What follows belongs to an exercise in optimizing a design on an open flow for small area; a production flow would make more cautious choices.
Where RTL was checked, it was by simulation tests only, not by an equivalence proof against the original.
Power and IR drop assume default switching activity. The flow treats the clock pin as an ideal source, which a real chip does not have.

==> module moving_average_mc, before the edit <==
module moving_average_mc #(
  parameter int DATA_WIDTH      = 16,
  parameter int CHANNELS        = 4,
  parameter int MAX_WINDOW_LOG2 = 5,
  localparam int CW = (CHANNELS > 1) ? $clog2(CHANNELS) : 1,
  localparam int WW = $clog2(MAX_WINDOW_LOG2 + 1)
) (
  input  logic                  clk,
  input  logic                  reset,
  input  logic [DATA_WIDTH-1:0] input_data,
  input  logic [CW-1:0]         input_channel,
  input  logic                  enable,
  input  logic [WW-1:0]         window,
  output logic [DATA_WIDTH-1:0] output_data,
  output logic [CW-1:0]         output_channel,
  output logic                  output_data_valid,
  output logic                  output_primed
);
  localparam int L  = MAX_WINDOW_LOG2;
  localparam int MW = 1 << L;
  localparam int AW = DATA_WIDTH + L;
  localparam int FW = L + 1;
  logic [WW-1:0]                win_c, cur_win;
  logic                         clear;
  logic [FW-1:0]                fill [CHANNELS];
  logic signed [AW-1:0]         acc  [CHANNELS];
  logic [DATA_WIDTH-1:0]        sr   [CHANNELS][MW];
  logic [FW-1:0]                eff_fill, new_fill;
  logic                         full;
  logic signed [DATA_WIDTH-1:0] x_old;
  logic signed [AW-1:0]         base, acc_new;
  logic                         primed;
  logic                         v1, v2;
  logic signed [AW-1:0]         s1_sum;
  logic [WW-1:0]                s1_win;
  logic [DATA_WIDTH-1:0]        s2_data;
  logic [CW-1:0]                s1_ch, s2_ch;
  logic                         s1_primed, s2_primed;
  always_comb begin
    win_c    = (window > WW'(L)) ? WW'(L) : window;
    clear    = (win_c != cur_win);
    eff_fill = fill[input_channel];
    full     = eff_fill[win_c];
    x_old    = '0;
    for (int c = 0; c < CHANNELS; c++)
      for (int k = 1; k <= L; k++)
        if (input_channel == CW'(c) && win_c == WW'(k) && full)
          x_old = x_old | sr[c][(1 << k) - 1];
    base     = (eff_fill == '0) ? '0 : acc[input_channel];
    acc_new  = {{L{input_data[DATA_WIDTH-1]}}, input_data};
    if (!clear && win_c != '0) acc_new = acc_new + base - {{L{x_old[DATA_WIDTH-1]}}, x_old};
    new_fill = clear ? FW'(1) : full ? eff_fill : eff_fill + FW'(1);
    primed   = new_fill[win_c];
  end
  always_ff @(posedge clk) begin
    for (int c = 0; c < CHANNELS; c++) begin
      if (enable && input_channel == CW'(c)) begin
        sr[c][0] <= input_data;
        for (int i = 1; i < MW; i++) sr[c][i] <= sr[c][i-1];
        acc[c] <= acc_new;
      end
    end
  end
  always_ff @(posedge clk or posedge reset) begin
    if (reset) begin
      cur_win <= '0;
      for (int c = 0; c < CHANNELS; c++) fill[c] <= '0;
    end else begin
      cur_win <= win_c;
      if (clear) begin
        for (int c = 0; c < CHANNELS; c++) fill[c] <= '0;
      end
      if (enable) fill[input_channel] <= new_fill;
    end
  end
  always_ff @(posedge clk) begin
    s1_sum    <= acc_new;
    s1_win    <= win_c;
    s1_ch     <= input_channel;
    s1_primed <= primed;
    s2_data   <= DATA_WIDTH'(s1_sum >>> s1_win);
    s2_ch     <= s1_ch;
    s2_primed <= s1_primed;
  end
  always_ff @(posedge clk or posedge reset) begin
    if (reset) begin
      v1                <= 1'b0;
      v2                <= 1'b0;
      output_data_valid <= 1'b0;
      output_data       <= '0;
      output_channel    <= '0;
      output_primed     <= 1'b0;
    end else begin
      v1                <= enable;
      v2                <= v1;
      output_data_valid <= v2;
      if (v2) begin
        output_data    <= s2_data;
        output_channel <= s2_ch;
        output_primed  <= s2_primed;
      end
    end
  end
endmodule
make LEC_CHECK=0 CAP_MARGIN=20 CORE_MARGIN=2 CORE_UTILIZATION=40 CTS_BUF_LIST=sky130_fd_sc_hd__clkbuf_16 CTS_CLUSTER_DIAMETER=70 CTS_CLUSTER_SIZE=30 SLEW_MARGIN=20 finish   # period 8.0 ns
run.sh (not shown) runs the stock make flow with config.mk's settings and CLKGATE_MAP_FILE= SYNTH_SCRIPT=/design/flow/synth_recipe.tcl, a recipe that flattens the netlist after the stock synthesis.
The first run finished with timing, DRC and antenna clean.
Next try:
--- a/flow/design.v
+++ b/flow/design.v
@@ -29,28 +29,27 @@
   logic                         full;
   logic signed [DATA_WIDTH-1:0] x_old;
   logic signed [AW-1:0]         base, acc_new;
+  logic [DATA_WIDTH-1:0]        avg;
   logic                         primed;
   logic                         v1, v2;
-  logic signed [AW-1:0]         s1_sum;
-  logic [WW-1:0]                s1_win;
-  logic [DATA_WIDTH-1:0]        s2_data;
+  logic [DATA_WIDTH-1:0]        s1_data, s2_data;
   logic [CW-1:0]                s1_ch, s2_ch;
   logic                         s1_primed, s2_primed;
   always_comb begin
     win_c    = (window > WW'(L)) ? WW'(L) : window;
     clear    = (win_c != cur_win);
-    eff_fill = fill[input_channel];
+    eff_fill = clear ? '0 : fill[input_channel];
     full     = eff_fill[win_c];
     x_old    = '0;
     for (int c = 0; c < CHANNELS; c++)
-      for (int k = 1; k <= L; k++)
+      for (int k = 0; k <= L; k++)
         if (input_channel == CW'(c) && win_c == WW'(k) && full)
           x_old = x_old | sr[c][(1 << k) - 1];
     base     = (eff_fill == '0) ? '0 : acc[input_channel];
-    acc_new  = {{L{input_data[DATA_WIDTH-1]}}, input_data};
-    if (!clear && win_c != '0) acc_new = acc_new + base - {{L{x_old[DATA_WIDTH-1]}}, x_old};
-    new_fill = clear ? FW'(1) : full ? eff_fill : eff_fill + FW'(1);
+    acc_new  = base + {{L{input_data[DATA_WIDTH-1]}}, input_data} - {{L{x_old[DATA_WIDTH-1]}}, x_old};
+    new_fill = full ? eff_fill : eff_fill + FW'(1);
     primed   = new_fill[win_c];
+    avg      = DATA_WIDTH'(acc_new >>> win_c);
   end
   always_ff @(posedge clk) begin
     for (int c = 0; c < CHANNELS; c++) begin
@@ -74,11 +73,10 @@
     end
   end
   always_ff @(posedge clk) begin
-    s1_sum    <= acc_new;
-    s1_win    <= win_c;
+    s1_data   <= avg;
     s1_ch     <= input_channel;
     s1_primed <= primed;
-    s2_data   <= DATA_WIDTH'(s1_sum >>> s1_win);
+    s2_data   <= s1_data;
     s2_ch     <= s1_ch;
     s2_primed <= s1_primed;
   end
=> Clock-buffer cell count came out higher by 5. Cell count stays flat. Register-to-register slack loses 0.71 ns. Global-route usage came out lower by 1.0 points. Design area came out higher slightly. Wire length came out lower by a few percent. Power came out higher slightly. Maximum frequency came out lower by a little under a tenth. Worst setup slack loses 0.64 ns. Sequential cell count came out lower by 8. Utilization came out higher by 0.14 points. Via count came out lower slightly.

========
## before
The RTL this note starts from:
==> flow/design.v <==
module moving_average_mc #(
  parameter int DATA_WIDTH      = 16,
  parameter int CHANNELS        = 4,
  parameter int MAX_WINDOW_LOG2 = 5,
  localparam int CW = (CHANNELS > 1) ? $clog2(CHANNELS) : 1,
  localparam int WW = $clog2(MAX_WINDOW_LOG2 + 1)
) (
  input  logic                  clk,
  input  logic                  reset,
  input  logic [DATA_WIDTH-1:0] input_data,
  input  logic [CW-1:0]         input_channel,
  input  logic                  enable,
  input  logic [WW-1:0]         window,
  output logic [DATA_WIDTH-1:0] output_data,
  output logic [CW-1:0]         output_channel,
  output logic                  output_data_valid,
  output logic                  output_primed
);
  localparam int L  = MAX_WINDOW_LOG2;
  localparam int MW = 1 << L;
  localparam int AW = DATA_WIDTH + L;
  localparam int FW = L + 1;
  logic [WW-1:0]                win_c, cur_win;
  logic                         clear;
  logic [FW-1:0]                fill [CHANNELS];
  logic signed [AW-1:0]         acc  [CHANNELS];
  logic [DATA_WIDTH-1:0]        sr   [CHANNELS][MW];
  logic [FW-1:0]                eff_fill, new_fill;
  logic                         full;
  logic signed [DATA_WIDTH-1:0] x_old;
  logic signed [AW-1:0]         base, acc_new;
  logic                         primed;
  logic                         v1, v2;
  logic [WW-1:0]                s1_win;
  logic [DATA_WIDTH-1:0]        s2_data;
  logic [CW-1:0]                s1_ch, s2_ch;
  logic                         s1_primed, s2_primed;
  always_comb begin
    win_c    = (window > WW'(L)) ? WW'(L) : window;
    clear    = (win_c != cur_win);
    eff_fill = fill[input_channel];
    full     = eff_fill[win_c];
    x_old    = '0;
    for (int c = 0; c < CHANNELS; c++)
      for (int k = 1; k <= L; k++)
        if (input_channel == CW'(c) && win_c == WW'(k))
          x_old = x_old | sr[c][(1 << k) - 1];
    if (!full) x_old = '0;
    base     = (eff_fill == '0) ? '0 : acc[input_channel];
    acc_new  = {{L{input_data[DATA_WIDTH-1]}}, input_data};
    if (!clear && win_c != '0) acc_new = acc_new + base - {{L{x_old[DATA_WIDTH-1]}}, x_old};
    new_fill = clear ? FW'(1) : full ? eff_fill : eff_fill + FW'(1);
    primed   = new_fill[win_c];
  end
  always_ff @(posedge clk) begin
    for (int c = 0; c < CHANNELS; c++) begin
      if (enable && input_channel == CW'(c)) begin
        sr[c][0] <= input_data;
        for (int i = 1; i < MW; i++) sr[c][i] <= sr[c][i-1];
        acc[c] <= acc_new;
      end
    end
  end
  always_ff @(posedge clk or posedge reset) begin
    if (reset) begin
      cur_win <= '0;
      for (int c = 0; c < CHANNELS; c++) fill[c] <= '0;
    end else begin
      cur_win <= win_c;
      if (clear) begin
        for (int c = 0; c < CHANNELS; c++) fill[c] <= '0;
      end
      if (enable) fill[input_channel] <= new_fill;
    end
  end
  always_ff @(posedge clk) begin
    s1_win    <= win_c;
    s1_ch     <= input_channel;
    s1_primed <= primed;
    s2_data   <= DATA_WIDTH'(acc[s1_ch] >>> s1_win);
    s2_ch     <= s1_ch;
    s2_primed <= s1_primed;
  end
  always_ff @(posedge clk or posedge reset) begin
    if (reset) begin
      v1                <= 1'b0;
      v2                <= 1'b0;
      output_data_valid <= 1'b0;
      output_data       <= '0;
      output_channel    <= '0;
      output_primed     <= 1'b0;
    end else begin
      v1                <= enable;
      v2                <= v1;
      output_data_valid <= v2;
      if (v2) begin
        output_data    <= s2_data;
        output_channel <= s2_ch;
        output_primed  <= s2_primed;
      end
    end
  end
endmodule
==> flow/config.mk <==
export PLATFORM = sky130hd
export DESIGN_NAME = moving_average_mc
export DESIGN_NICKNAME = moving_average_mc
export VERILOG_FILES = /design/flow/design.v
export SDC_FILE = /design/flow/constraint.sdc
export NUM_CORES = 4
export LEC_CHECK = 0
export CAP_MARGIN = 20
export CORE_MARGIN = 2
export CORE_UTILIZATION = 40
export SLEW_MARGIN = 20
==> flow/constraint.sdc <==
create_clock -name core_clock -period 8.0 [get_ports {clk}]
set_input_delay 1.6000 -clock core_clock [delete_from_list [all_inputs] [get_ports {clk}]]
set_output_delay 1.6000 -clock core_clock [all_outputs]
set_load 0.01 [all_outputs]
standard.sh (not shown) runs the stock make flow with config.mk's settings and CLKGATE_MAP_FILE= SYNTH_SCRIPT=/design/flow/synth_recipe.tcl, a recipe that flattens the netlist after the stock synthesis.
==> flow/flow/run.sh <==
#!/bin/bash
# The standard layout, with the smallest buffer on the ports and clock tree synthesis told not
# to add dummy loads for balancing.
set -euo pipefail
cd "$(dirname "$0")/.."
export BUFFER_PORTS_ARGS="-buffer_cell sky130_fd_sc_hd__buf_1"
export CTS_ARGS="-sink_clustering_enable -repair_clock_nets -sink_clustering_size 30 -sink_clustering_max_diameter 100 -buf_list sky130_fd_sc_hd__clkbuf_16 -dont_use_dummy_load"
bash standard.sh finish > standard.log 2>&1
Here is what was changed in the inputs of after compared with before.
--- a/flow/design.v
+++ b/flow/design.v
@@ -43,9 +43,8 @@
     x_old    = '0;
     for (int c = 0; c < CHANNELS; c++)
       for (int k = 1; k <= L; k++)
-        if (input_channel == CW'(c) && win_c == WW'(k))
+        if (input_channel == CW'(c) && win_c == WW'(k) && full)
           x_old = x_old | sr[c][(1 << k) - 1];
-    if (!full) x_old = '0;
     base     = (eff_fill == '0) ? '0 : acc[input_channel];
     acc_new  = {{L{input_data[DATA_WIDTH-1]}}, input_data};
     if (!clear && win_c != '0) acc_new = acc_new + base - {{L{x_old[DATA_WIDTH-1]}}, x_old};
### Flow results
before → after: first-pass GRT wire length rose 4.1%, total power flat, post-synthesis mux area share moved up. Layout buffering overhead excluding clock cells delta (after -> before): insignificant. Side by side, final worst-path setup slack turned out lower in after than in before. In terms of effective utilization at floorplan, before and after differ only marginally. before → after: number of signal-net buffers in the layout decreased by 11% relative to the old numbers, reported clock group power closely matched the old numbers. The total cell area at the placement stage on after is in line with that on before. Looking at endpoint of the most critical setup path, the acc[0][20] result is from before; the acc[1][20] one comes from after. Going from before to after, final period utilization grows by 4.4 points. The sequential share of cell area number comes out lower for before vs after.
Function not checked in before: the RTL went through the layout flow alone.

separate check: timing with driven ports:
Ports are ideal in the flow. The routed layouts listed here were re-timed in OpenROAD. Step 1 assumes that a clkbuf_16 drives the clock port and a buf_2 every other input. Step 2 also shifts input and output timing later by t, the mid clock arrival at the registers, as if the neighbouring blocks saw the same clock. Three values: ideal ports, drivers, drivers and shift; two values: the first two.
| run | shift t [ns] | setup slack, ns | worst setup path at the end |
|---|---|---|---|
| the first run of note 1 | 0.845 | 1.240 / 1.164 / 0.318 | input to register |
| the second run of note 1 | 0.817 | 0.604 / 0.659 / -0.158 | input to register |
| before | 0.766 | 1.211 / 1.208 / 0.442 | input to register |
| after | 0.772 | 0.862 / 0.910 / 0.137 | input to register |
Met with ideal ports but missed after step 2: setup timing in the second run of note 1. For the first run of note 1, which loses most, drivers alone change the setup slack by -0.076 ns; drivers and shift together by -0.922 ns.
